Source: an optimization exercise on an open RTL-to-GDS flow (aim: small area, a short achievable clock period and few clock cycles). Production flows keep margins and buffers that such runs may drop.
In this exercise RTL edits were held to simulation tests only and were not proved equivalent to the original.
Power is estimated from default activity; no workload was simulated.

`design.v`:
```
package otem_pkg;
    localparam logic [1:0] CMD_TICK  = 2'd0;
    localparam logic [1:0] CMD_START = 2'd1;
    localparam logic [1:0] CMD_STOP  = 2'd2;
    localparam logic [1:0] CMD_SETP  = 2'd3;
    localparam int unsigned SLOT_W   = 4;
    localparam int unsigned DELAY_W  = 32;
    localparam int unsigned EXP_W    = 64;
    localparam int unsigned IN_DW    = 40;
    localparam int unsigned OUT_DW   = 72;
    localparam int unsigned MAX_EVENTS = 32;
    localparam int unsigned EVCNT_W    = 5;
endpackage
import otem_pkg::*;
module ordered_timer_expiry_manager_top
#(
    parameter int NUM_SLOTS = 16
) (
    input  logic              i_clk,
    input  logic              i_rst_n,
    input  logic              i_s_tvalid,
    output logic              o_s_tready,
    input  logic [IN_DW-1:0]  i_s_tdata,    
    input  logic [1:0]        i_s_tuser,    
    output logic              o_m_tvalid,
    input  logic              i_m_tready,
    output logic [OUT_DW-1:0] o_m_tdata,    
    output logic              o_m_tlast     
);
    localparam int N  = NUM_SLOTS;
    localparam int IW = $clog2(NUM_SLOTS);
    localparam int KW = DELAY_W;                
    localparam int LW = 6;                      
    logic                r_in_vld;
    logic [1:0]          r_in_cmd;
    logic [IW-1:0]       r_in_slot;
    logic                r_in_range;
    logic [DELAY_W-1:0]  r_in_d;
    logic                r_in_per;
    logic [EXP_W-1:0]    r_t1;          
    logic [KW-1:0]       r_t2;          
    logic                r_open;        
    logic                r_closed;      
    logic                r_rdy;         
    logic                r_bub;         
    logic [EVCNT_W-1:0]  r_cnt;         
    logic [N-1:0]              r_arm;
    logic [N-1:0]              r_a;     
    logic [N-1:0]              r_u;     
    logic [N-1:0]              r_b1;
    logic [N-1:0]              r_b2;
    logic [N-1:0][KW-1:0]      r_k;
    logic [N-1:0][DELAY_W-1:0] r_p;
    logic [N-1:0]        r_w_hit;       
    logic                r_w_bp;        
    logic                r_w_x1, r_w_x2, r_w_x3;   
    logic                r_w_cf;        
    logic [KW-1:0]       r_w_add;       
    logic                r_w_cin;
    logic                r_out_vld;
    logic [SLOT_W-1:0]   r_out_slot;
    logic [EXP_W-1:0]    r_out_exp;
    logic                r_out_last;
    logic                out_free, take, cmd_go, due_cmd;
    logic [N-1:0]        due_now;       
    logic                in_vld_nx, ok_nx;
    logic                is_tick, is_start, is_stop, is_setp;
    logic                open_now;
    logic [EXP_W-1:0]    t1_inc;        
    logic [EXP_W-1:0]    t0_now, t1_now;   
    logic [EXP_W-1:0]    t1_dec;        
    logic [KW-1:0]       d_m1;          
    logic [KW-1:0]       tn_now;        
    logic [KW-1:0]       t2_inc;        
    logic [LW-1:0]       tn2_lo;        
    logic [N-1:0]        b;             
    logic [N-1:0]        sel_a, sel_b, sel;
    logic                any_a, any_b, from_a;
    logic                two_a, two_b, more_raw;
    logic                want, fire, more, close, still;
    logic [DELAY_W-1:0]  p_sel;
    logic                p_0, p_1, p_2, p_3;
    logic [IW-1:0]       f_slot;
    logic [KW-1:0]       new_k;
    logic [DELAY_W-1:0]  new_p;
    logic [N-1:0]        hit;           
    logic [N-1:0]        is0, is1, is2, is3;   
    assign out_free   = !r_out_vld || i_m_tready;
    assign o_s_tready = r_rdy;
    assign take       = i_s_tvalid && o_s_tready;
    assign o_m_tvalid = r_out_vld;
    assign o_m_tdata  = {4'b0, r_out_exp, r_out_slot};
    assign o_m_tlast  = r_out_last;
    assign due_now  = r_a | b;
    assign due_cmd  = |(hit & due_now);
    assign cmd_go   = r_in_vld && !r_bub &&
                      (!r_open || (r_in_cmd[1] && !due_cmd));
    assign is_tick  = r_in_vld && !r_bub && !r_open && (r_in_cmd == CMD_TICK);
    assign is_start = r_in_vld && !r_bub && !r_open && (r_in_cmd == CMD_START) && r_in_range;
    assign is_stop  = cmd_go && (r_in_cmd == CMD_STOP) && r_in_range;
    assign is_setp  = cmd_go && (r_in_cmd == CMD_SETP) && r_in_range;
    assign open_now = r_open || is_tick;
    always_comb begin
        logic [EXP_W-1:0] pt;
        pt = r_t1;
        for (int s = 1; s < EXP_W; s = s * 2) begin
            for (int i = EXP_W - 1; i >= 0; i--) begin
                if ((i / s) % 2 == 1) pt[i] = pt[i] & pt[(i / s) * s - 1];
            end
        end
        t1_inc = r_t1 ^ {pt[EXP_W-2:0], 1'b1};
    end
    always_comb begin
        logic [KW-1:0] pt;
        pt = r_t2;
        for (int s = 1; s < KW; s = s * 2) begin
            for (int i = KW - 1; i >= 0; i--) begin
                if ((i / s) % 2 == 1) pt[i] = pt[i] & pt[(i / s) * s - 1];
            end
        end
        t2_inc = r_t2 ^ {pt[KW-2:0], 1'b1};
    end
    always_comb begin
        logic [EXP_W-1:0] pz;
        pz = ~r_t1;
        for (int s = 1; s < EXP_W; s = s * 2) begin
            for (int i = EXP_W - 1; i >= 0; i--) begin
                if ((i / s) % 2 == 1) pz[i] = pz[i] & pz[(i / s) * s - 1];
            end
        end
        t1_dec = r_t1 ^ {pz[EXP_W-2:0], 1'b1};
    end
    assign t0_now = r_closed ? r_t1 : t1_dec;
    assign t1_now = r_closed ? t1_inc : r_t1;
    assign tn_now = r_closed ? r_t2 : r_t1[KW-1:0];
    assign tn2_lo = r_closed ? t2_inc[LW-1:0] : r_t2[LW-1:0];
    always_comb begin
        for (int i = 0; i < N; i++) begin
            b[i]   = r_arm[i] && (r_w_hit[i]  ? r_w_bp :
                                  r_closed    ? r_b2[i] : r_b1[i]);
            hit[i] = (r_in_slot == IW'(i));
            is0[i] = r_u[i] && (r_p[i][1:0] == 2'd3);
            is1[i] = r_u[i] && (r_p[i][1:0] == 2'd0);
            is2[i] = r_u[i] && (r_p[i][1:0] == 2'd1);
            is3[i] = r_u[i] && (r_p[i][1:0] == 2'd2);
        end
    end
    function automatic logic [N-1:0] first_set(input logic [N-1:0] v);
        logic [N-1:0] pre;
        pre = v;
        for (int s = 1; s < N; s = s * 2) begin
            for (int i = N - 1; i >= 0; i--) begin
                if ((i / s) % 2 == 1) pre[i] = pre[i] | pre[(i / s) * s - 1];
            end
        end
        first_set = v & ~{pre[N-2:0], 1'b0};
    endfunction
    assign sel_a = first_set(r_a);
    assign sel_b = first_set(b);
    assign any_a  = |r_a;
    assign any_b  = |b;
    assign from_a = any_a;
    assign sel    = any_a ? sel_a : sel_b;
    always_comb begin
        p_sel  = '0;
        f_slot = '0;
        for (int i = 0; i < N; i++) begin
            p_sel  = p_sel | ({DELAY_W{sel[i]}} & r_p[i]);
            f_slot = f_slot | ({IW{sel[i]}} & IW'(i));
        end
    end
    assign p_0 = |(sel & is0);
    assign p_1 = |(sel & is1);
    assign p_2 = |(sel & is2);
    assign p_3 = |(sel & is3);
    function automatic logic two_set(input logic [N-1:0] v);
        logic [N-1:0] an, tw;
        an = v;
        tw = '0;
        for (int w = N / 2; w >= 1; w = w / 2) begin
            for (int i = 0; i < w; i++) begin
                tw[i] = tw[2*i] || tw[2*i+1] || (an[2*i] && an[2*i+1]);
                an[i] = an[2*i] || an[2*i+1];
            end
        end
        two_set = tw[0];
    endfunction
    assign two_a    = two_set(r_a);
    assign two_b    = two_set(b);
    assign more_raw = any_a ? (two_a || any_b) : two_b;
    assign want  = open_now && (any_a || any_b);
    assign fire  = want && out_free;
    assign still = from_a && p_1;
    assign more  = (r_cnt != EVCNT_W'(MAX_EVENTS - 1)) && (more_raw || still);
    assign close = open_now && (!want || (fire && !more));
    assign d_m1  = KW'(r_in_d) - 1'b1;
    assign new_p = r_in_per || (r_in_cmd == CMD_SETP) ? d_m1[DELAY_W-1:0] : '1;
    assign in_vld_nx = take || (r_in_vld && !cmd_go);
    assign ok_nx     = take ? (i_s_tuser[1] && !due_now[i_s_tdata[3:0]]) :
                              (r_in_cmd[1] && !due_cmd);
    always_ff @(posedge i_clk) begin
        for (int i = 0; i < N; i++) begin
            if (r_w_hit[i]) r_k[i] <= new_k;
            if ((is_start || is_setp) && hit[i]) begin
                r_p[i] <= new_p;
                r_u[i] <= !(r_in_per || (r_in_cmd == CMD_SETP)) || (r_in_d[DELAY_W-1:2] == '0);
            end
            r_b1[i] <= r_w_hit[i] ? (r_w_cf ? r_w_x2 : r_w_x1) :
                       (r_k[i][KW-1:LW] == tn_now[KW-1:LW]) && (r_k[i][LW-1:0] == tn_now[LW-1:0]);
            r_b2[i] <= r_w_hit[i] ? (r_w_cf ? r_w_x3 : r_w_x2) :
                       (r_k[i][KW-1:LW] == tn_now[KW-1:LW]) && (r_k[i][LW-1:0] == tn2_lo);
        end
    end
    always_ff @(posedge i_clk) begin
        if (!i_rst_n) begin
            r_arm    <= '0;
            r_a      <= '0;
        end else begin
            for (int i = 0; i < N; i++) begin
                if (fire && sel[i]) begin
                    if (p_0) r_arm[i] <= 1'b0;
                end else if (is_start && hit[i]) begin
                    r_arm[i] <= 1'b1;
                end else if (is_stop && hit[i]) begin
                    r_arm[i] <= 1'b0;
                end
            end
            if (close) begin
                r_a <= (b & ~(fire ? sel : '0)) | (fire && still ? sel : '0);
            end else if (fire) begin
                r_a <= r_a & ~sel;
            end else if (is_start) begin
                r_a <= (r_a & ~hit) | (r_in_d == '0 ? hit : '0);
            end else if (r_in_vld && !r_bub && !r_open && (r_in_cmd == CMD_STOP)) begin
                r_a <= r_a & ~hit;
            end
        end
    end
    always_ff @(posedge i_clk) begin
        if (fire)          r_w_hit <= p_0 ? '0 : sel;
        else if (is_start) r_w_hit <= hit;
        else               r_w_hit <= '0;
    end
    always_ff @(posedge i_clk) begin
        if (open_now) begin
            r_w_add  <= KW'(p_sel);
            r_w_cin  <= !from_a;
            r_w_x1   <= from_a && p_1;
            r_w_x2   <= from_a ? p_2 : p_1;
            r_w_x3   <= from_a ? p_3 : p_2;
            r_w_cf   <= close;
            r_w_bp   <= close ? (from_a ? p_2 : p_1) : (from_a && p_1);
        end else begin
            r_w_add  <= d_m1;
            r_w_cin  <= 1'b0;
            r_w_x1   <= (r_in_d == DELAY_W'(1));
            r_w_x2   <= (r_in_d == DELAY_W'(2));
            r_w_x3   <= (r_in_d == DELAY_W'(3));
            r_w_cf   <= 1'b0;
            r_w_bp   <= (r_in_d == DELAY_W'(1));
        end
    end
    always_comb begin
        logic [KW-1:0] a, bb, g, p;
        a  = r_t1[KW-1:0];
        bb = r_w_add;
        g  = a & bb;
        p  = a ^ bb;
        g[0] = g[0] | (p[0] & r_w_cin);
        for (int s = 1; s < KW; s = s * 2) begin
            for (int i = KW - 1; i >= 0; i--) begin
                if ((i / s) % 2 == 1) begin
                    g[i] = g[i] | (p[i] & g[(i / s) * s - 1]);
                    p[i] = p[i] & p[(i / s) * s - 1];
                end
            end
        end
        new_k = (a ^ bb) ^ {g[KW-2:0], r_w_cin};
    end
    always_ff @(posedge i_clk) begin
        if (!i_rst_n) begin
            r_in_vld  <= 1'b0;
            r_rdy     <= 1'b1;
            r_t1      <= EXP_W'(1);
            r_t2      <= KW'(2);
            r_open    <= 1'b0;
            r_closed  <= 1'b0;
            r_bub     <= 1'b0;
            r_cnt     <= '0;
            r_out_vld <= 1'b0;
        end else begin
            if (take)        r_in_vld <= 1'b1;
            else if (cmd_go) r_in_vld <= 1'b0;
            r_open   <= open_now && !close;
            r_closed <= close;
            r_bub    <= close && (tn_now[LW-1:0] == '1);
            r_rdy    <= !in_vld_nx ||
                        (!(close && (tn_now[LW-1:0] == '1)) && (!(open_now && !close) || ok_nx));
            if (r_closed) begin
                r_t1 <= t1_inc;
                r_t2 <= t2_inc;
            end
            if (close) begin
                r_cnt  <= '0;
            end else if (fire) begin
                r_cnt  <= r_cnt + 1'b1;
            end
            if (fire)            r_out_vld <= 1'b1;
            else if (i_m_tready) r_out_vld <= 1'b0;
        end
    end
    always_ff @(posedge i_clk) begin
        if (take) begin
            r_in_cmd   <= i_s_tuser;
            r_in_slot  <= IW'(i_s_tdata[3:0]);
            r_in_range <= (32'(i_s_tdata[3:0]) < 32'(NUM_SLOTS));
            r_in_d     <= i_s_tdata[35:4];
            r_in_per   <= i_s_tdata[36];
        end
        if (fire) begin
            r_out_slot <= SLOT_W'(f_slot);
            r_out_exp  <= from_a ? t0_now : t1_now;
            r_out_last <= !more;
        end
    end
endmodule
```
`flow/run.sh`:
```
#!/bin/bash
set -euo pipefail
bash standard.sh SETUP_SLACK_MARGIN=6.5 "BUFFER_PORTS_ARGS=-buffer_cell sky130_fd_sc_hd__buf_4" finish > standard_flow.log 2>&1
```
`standard.sh`:
```
#!/bin/bash
# synth_recipe.tcl (not shown) runs the flow's synth.tcl, then flattens the netlist and writes it again
# the make line also repeats each setting of config.mk as NAME=value (left out here)
make -C /OpenROAD-flow-scripts/flow DESIGN_CONFIG=/design/flow/config.mk WORK_HOME=/design/flow/orfs CLKGATE_MAP_FILE= SYNTH_SCRIPT=/design/flow/synth_recipe.tcl "${@:-finish}"
```
`config.mk`:
```
export PLATFORM = sky130hd
export DESIGN_NAME = ordered_timer_expiry_manager_top
export DESIGN_NICKNAME = ordered_timer_expiry_manager_top
export VERILOG_FILES = /design/flow/design.v
export SDC_FILE = /design/flow/constraint.sdc
export NUM_CORES = 4
export LEC_CHECK = 0
export ABC_AREA = 1
export CAP_MARGIN = 20
export CORE_MARGIN = 2
export CORE_UTILIZATION = 55
export CTS_CLUSTER_DIAMETER = 70
export CTS_CLUSTER_SIZE = 30
export SLEW_MARGIN = 20
```
`constraint.sdc`:
```
create_clock -name core_clock -period 10.0 [get_ports {i_clk}]
set_input_delay 2.0000 -clock core_clock [delete_from_list [all_inputs] [get_ports {i_clk}]]
set_output_delay 2.0000 -clock core_clock [all_outputs]
set_load 0.01 [all_outputs]
```
==> run summary <==
## routing by layer
| layer | vias to the layer above | share of wire (%) |
|---|---|---|
| met2 | 2699 | 45 |
| met1 | 22800 | 39 |
| met4 | 4 | 4.9 |
| met3 | 443 | 10 |
| li1 | 20500 | - |
| met5 | - | 0.012 |
## cell families after synthesis
family / Yosys count / synth area share (%)
AOI/OAI and AO/OA: 909 / 9.70
xor gates and xnor gates: 469 / 6.64
adders and majority gates: 59 / 1.27
buffers and inverters: 732 / 4.70
DFF: 1373 / 63.0
muxes: 4 / 0.0647
other: 1 / 0.00606
and+or+nand+nor: 2038 / 14.7
## cells in the mapped netlist, types with 86 or more instances
library cell               instances
sky130_fd_sc_hd__edfxtp_1       1148
sky130_fd_sc_hd__nand2_1         881
sky130_fd_sc_hd__inv_1           502
sky130_fd_sc_hd__nor2_1          456
sky130_fd_sc_hd__xor2_1          309
sky130_fd_sc_hd__nand3_1         270
sky130_fd_sc_hd__o21ai_0         260
sky130_fd_sc_hd__dfxtp_1         225
sky130_fd_sc_hd__xnor2_1         160
sky130_fd_sc_hd__nand4_1         159
sky130_fd_sc_hd__a21oi_1         139
sky130_fd_sc_hd__clkbuf_1        123
sky130_fd_sc_hd__a221oi_1        120
sky130_fd_sc_hd__nor3_1           86
## layout make-up
class,instances,area [um^2]
tap,1500,1880
antenna,1,2.50
clock buffer,89,2210
sequential,1373,39000
timing repair buffer,409,4580
timing repair inverter,1,5.00
inverter,515,1990
clock inverter,71,990
fill,8685,39100
multi-input combinational,3499,22200
## path summary, 6_finish.rpt
check | startpoint | to | slack, ns | depth (start not counted)
max | r_t1[0]$_SDFF_PN1_ | r_k[48]$_DFFE_PP_ | 6.36 | 22
min | r_t2[10]$_SDFFE_PN0P_ | r_t2[10]$_SDFFE_PN0P_ | 0.47 | 1
max reg2reg | r_t1[0]$_SDFF_PN1_ | r_k[48]$_DFFE_PP_ | 6.36 | 22
min reg2reg | r_t2[10]$_SDFFE_PN0P_ | r_t2[10]$_SDFFE_PN0P_ | 0.47 | 1
## worst max-delay path, delay by kind of cell (launching register included)
kind                       cells  cell delay [ns]
DFF                            1             0.37
adders and majority gates      3             1.07
and+or+nand+nor               10             0.71
AOI/OAI and AO/OA              4             0.57
buffers and inverters          5             0.62
## per-stage QoR
stage / worst slack, ns / area, um^2 / total power, uW / hold WS [ns]
after floorplan: 6.51 / 62100 / 7940 / 0.422
after detailed placement: 4.95 / 64900 / 8950 / 0.451
after global routing: 6.24 / 72900 / 13900 / 0.482
after global placement: 5.09 / 64900 / 8940 / 0.439
after CTS: 6.35 / 70500 / 13300 / 0.464
final: 6.36 / 72900 / 13500 / 0.466
## where the power goes
group | total [uW] | switching, uW | internal [uW]
logic | 2670 | 1900 | 778
registers | 6670 | 114 | 6550
clock network | 4180 | 2280 | 1890
total | 13500 | 4290 | 9220
## state kept, by name (all words and copies together), names as in the netlist, 32 cells and up, named ones only
name / count
r_out_exp: 64
r_p: 512
r_k: 512
r_t1: 64
r_in_d: 32
r_t2: 32
r_w_add: 32
## repair_timing
item	in CTS	in global routing
gates cloned	21	26
gates resized for setup	280	273
buffers inserted	76	87
endpoints found under the setup margin	1192	1109
pin swaps	41	99
==> metrics.md <==
| Metric | Value |
|---|---|
| Transition time at the pin with the least slew margin | between 1 and 1.5 ns |
| Share of final-layout standard cells stronger than drive strength 1 | between 10% and 20% |
| F_max | around 270 MHz |
| Post-synthesis instance area | between 0.06 and 0.07 mm^2 |
| Fraction of the yosys area taken by sequential cells | 63.0% |
| Number of synthesis warnings | 1 |
| Worst vdd rail ir drop | approximately 0.00016 V |
| Area Overhead vs Synth | 17.8% |
| Clock period minus worst slack | ~3.6 ns |
| Top cell type's share of synthesized area | 55.7% |
| Clk sinks | approximately 1,400 |
| Netlist cell types | 73 |
| Status | no timing/DRC/antenna violations |
| Routability congestion estimate | 0.938 |
| Worst skew pair latency | 0.72 ns |
| Final count of negative-setup-slack endpoints | 0 |
| Number of port buffers | about 110 |
| Core outline area | between 0.1 and 0.15 mm^2 |
| Setup TNS after final layout | 0 ns |
| Num CTS Buffers | 85 |
| Detailed-route via count | 46,500 |
| Number of buffers on the longest clock path | 3 |
| Met1 layer usage reported by global route | between 40% and 50% |
| Fraction of met2 tracks used by global routing | a little under three fifths |
| Clock tree from TritonCTS | built |
| Std-Cell Rows | approximately 120 |
| IO Pins | 121 |
| Clock skew | about 0.036 ns |
| Power per cell area | between 150 and 200 mW/mm^2 |
| EDFF count, synth | between 1,000 and 1,500 |
| CP max stage cell | sky130_fd_sc_hd__fa_2 |
| Number of H-tree branching levels | 3 |
| 1st-pass router iterations | 6 |
| Post-DP HPWL | approximately 120,000 um |
| Cell seen most often among critical-path stages | sky130_fd_sc_hd__nand2_2 |
| Routed wirelength normalized by instance count | 28.8 um |
| Final Instance Count excl. Fillers | about 7,500 |
| Maximum net fanout on the critical path | 8 |
| Total of hold buffers inserted after clock tree synthesis | 0 |
| Commonest non-fill, non-tap cell in the layout | sky130_fd_sc_hd__edfxtp_1 |
| Total Die Area | ~0.12 mm^2 |
| Number of hold violations in the final report | 0 |
| Vias in the first global route | around 42,000 |
| Clock transition at the registers of the reported paths | 0.11 ns |
| Final Cycle Share | 36.4% |
| Met3 Track Usage GR | between 5 and 6% |
| Synthesized area per cell | 11.1 um^2 |
| Number of placed instances, taps included | ~7,100 |
| Die height | approximately 340 um |
| Cell type with the largest total area after synthesis | sky130_fd_sc_hd__edfxtp_1 |
| Post-synthesis instance total | approximately 5,600 |
| Highest-utilization routing layer at the global route stage | met2 |
| Aggregate routed wire length | approximately 210,000 um |
| Top cells by area, synth | sky130_fd_sc_hd__edfxtp_1 (56%), sky130_fd_sc_hd__dfxtp_1 (7.3%), sky130_fd_sc_hd__nand2_1 (5.3%), sky130_fd_sc_hd__xor2_1 (4.4%), sky130_fd_sc_hd__inv_1 (3.0%) |
| Worst Setup Path Type | register to register |
| Number of DRC markers after the initial detailed-route iteration | between 6,000 and 7,000 |
| Largest net degree at the start of global routing | 101 |
| Cell breakdown of the critical path | inv_2 -> fa_2 -> inv_2 -> fa_2 -> nand3_2 -> nand2_2 -> nand3_2 -> nand2_2 -> nand2_2 -> nand2_2 -> a21o_1 -> nand2_1 -> nand2_2 -> a21o_1 -> a21oi_4 -> o21ai_2 -> nand2_2 -> nand2_4 -> inv_2 -> fa_2 -> clkinvlp_4 -> buf_12 |
| Detailed-route DRC error count | 0 |
| Leading register cell type out of synthesis | sky130_fd_sc_hd__edfxtp_1 |
| Global-route usage over all layers | about a third |
| Setup repair after global routing missed its margin | true |
| Final core utilization | about 65% |
| Clock tree root driver cell | sky130_fd_sc_hd__clkbuf_16 |
| Synthesized flop and latch total | around 1,400 |
| Critical Path AT | between 4 and 5 ns |
| Share of synthesized flip-flops with an asynchronous set or reset | 0% |
| Class of the tightest hold or removal check | register to register |
| Max-slew headroom at the worst pin | 15.1% |
| DIE WIDTH | 340 um |
| Global-route wire length before repair | around 290,000 um |
| Count of pins over their slew limit | 0 |
| DR vias/cell | 6.23 |
| Highest cell delay on the worst timing path | ~0.54 ns |
| Most frequent cells in the layout | sky130_fd_sc_hd__edfxtp_1 (1,148), sky130_fd_sc_hd__nand2_1 (796), sky130_fd_sc_hd__inv_1 (487) |
| Residual overflow from global routing | 0 |
| Worst setup SP type | register |
| CP endpoint kind | register |
| Starting density of the core | a little under three fifths |
| Worst endpoint required time | 10.44 ns |
| Antenna Nets Post-Route | 0 |
| Number of violations of the max-capacitance limit | 0 |
| Final #Nets | between 5,000 and 6,000 |
| Total leakage power | between 0.02 and 0.03 uW |
| Initial antenna violation count | 9 |
Testbench counts, summed over its fixed seeds: cycles 5,875.

separate check: timing with driven ports:
How much do the figures lean on ideal ports? The routed layout below was timed once more, with nothing changed but the port constraints.
Step 1 sets driving cells, clkbuf_16 on the clock port and buf_2 on the other inputs (assumed; they add their load-dependent delay and slew).
Step 2 moves the port delays by t, midway between the first and last clock arrival at a register: inputs arrive t later, outputs are due t later. That takes back most of the time a late clock gives input paths.
Slacks: no drivers / after step 1 / after step 2; pairs: no drivers / after step 1.
shift t [ns]: 0.784
setup slack, ns: 6.362 / 6.362 / 5.882
worst setup path after step 2: input to register
clock arrival spread, ns: 0.039 / 0.039
worst data-port slew with drivers (ns): 0.07
After both steps setup and hold are still met in this run. For this run, drivers alone change the setup slack by 0.000 ns; drivers and shift together by -0.480 ns.
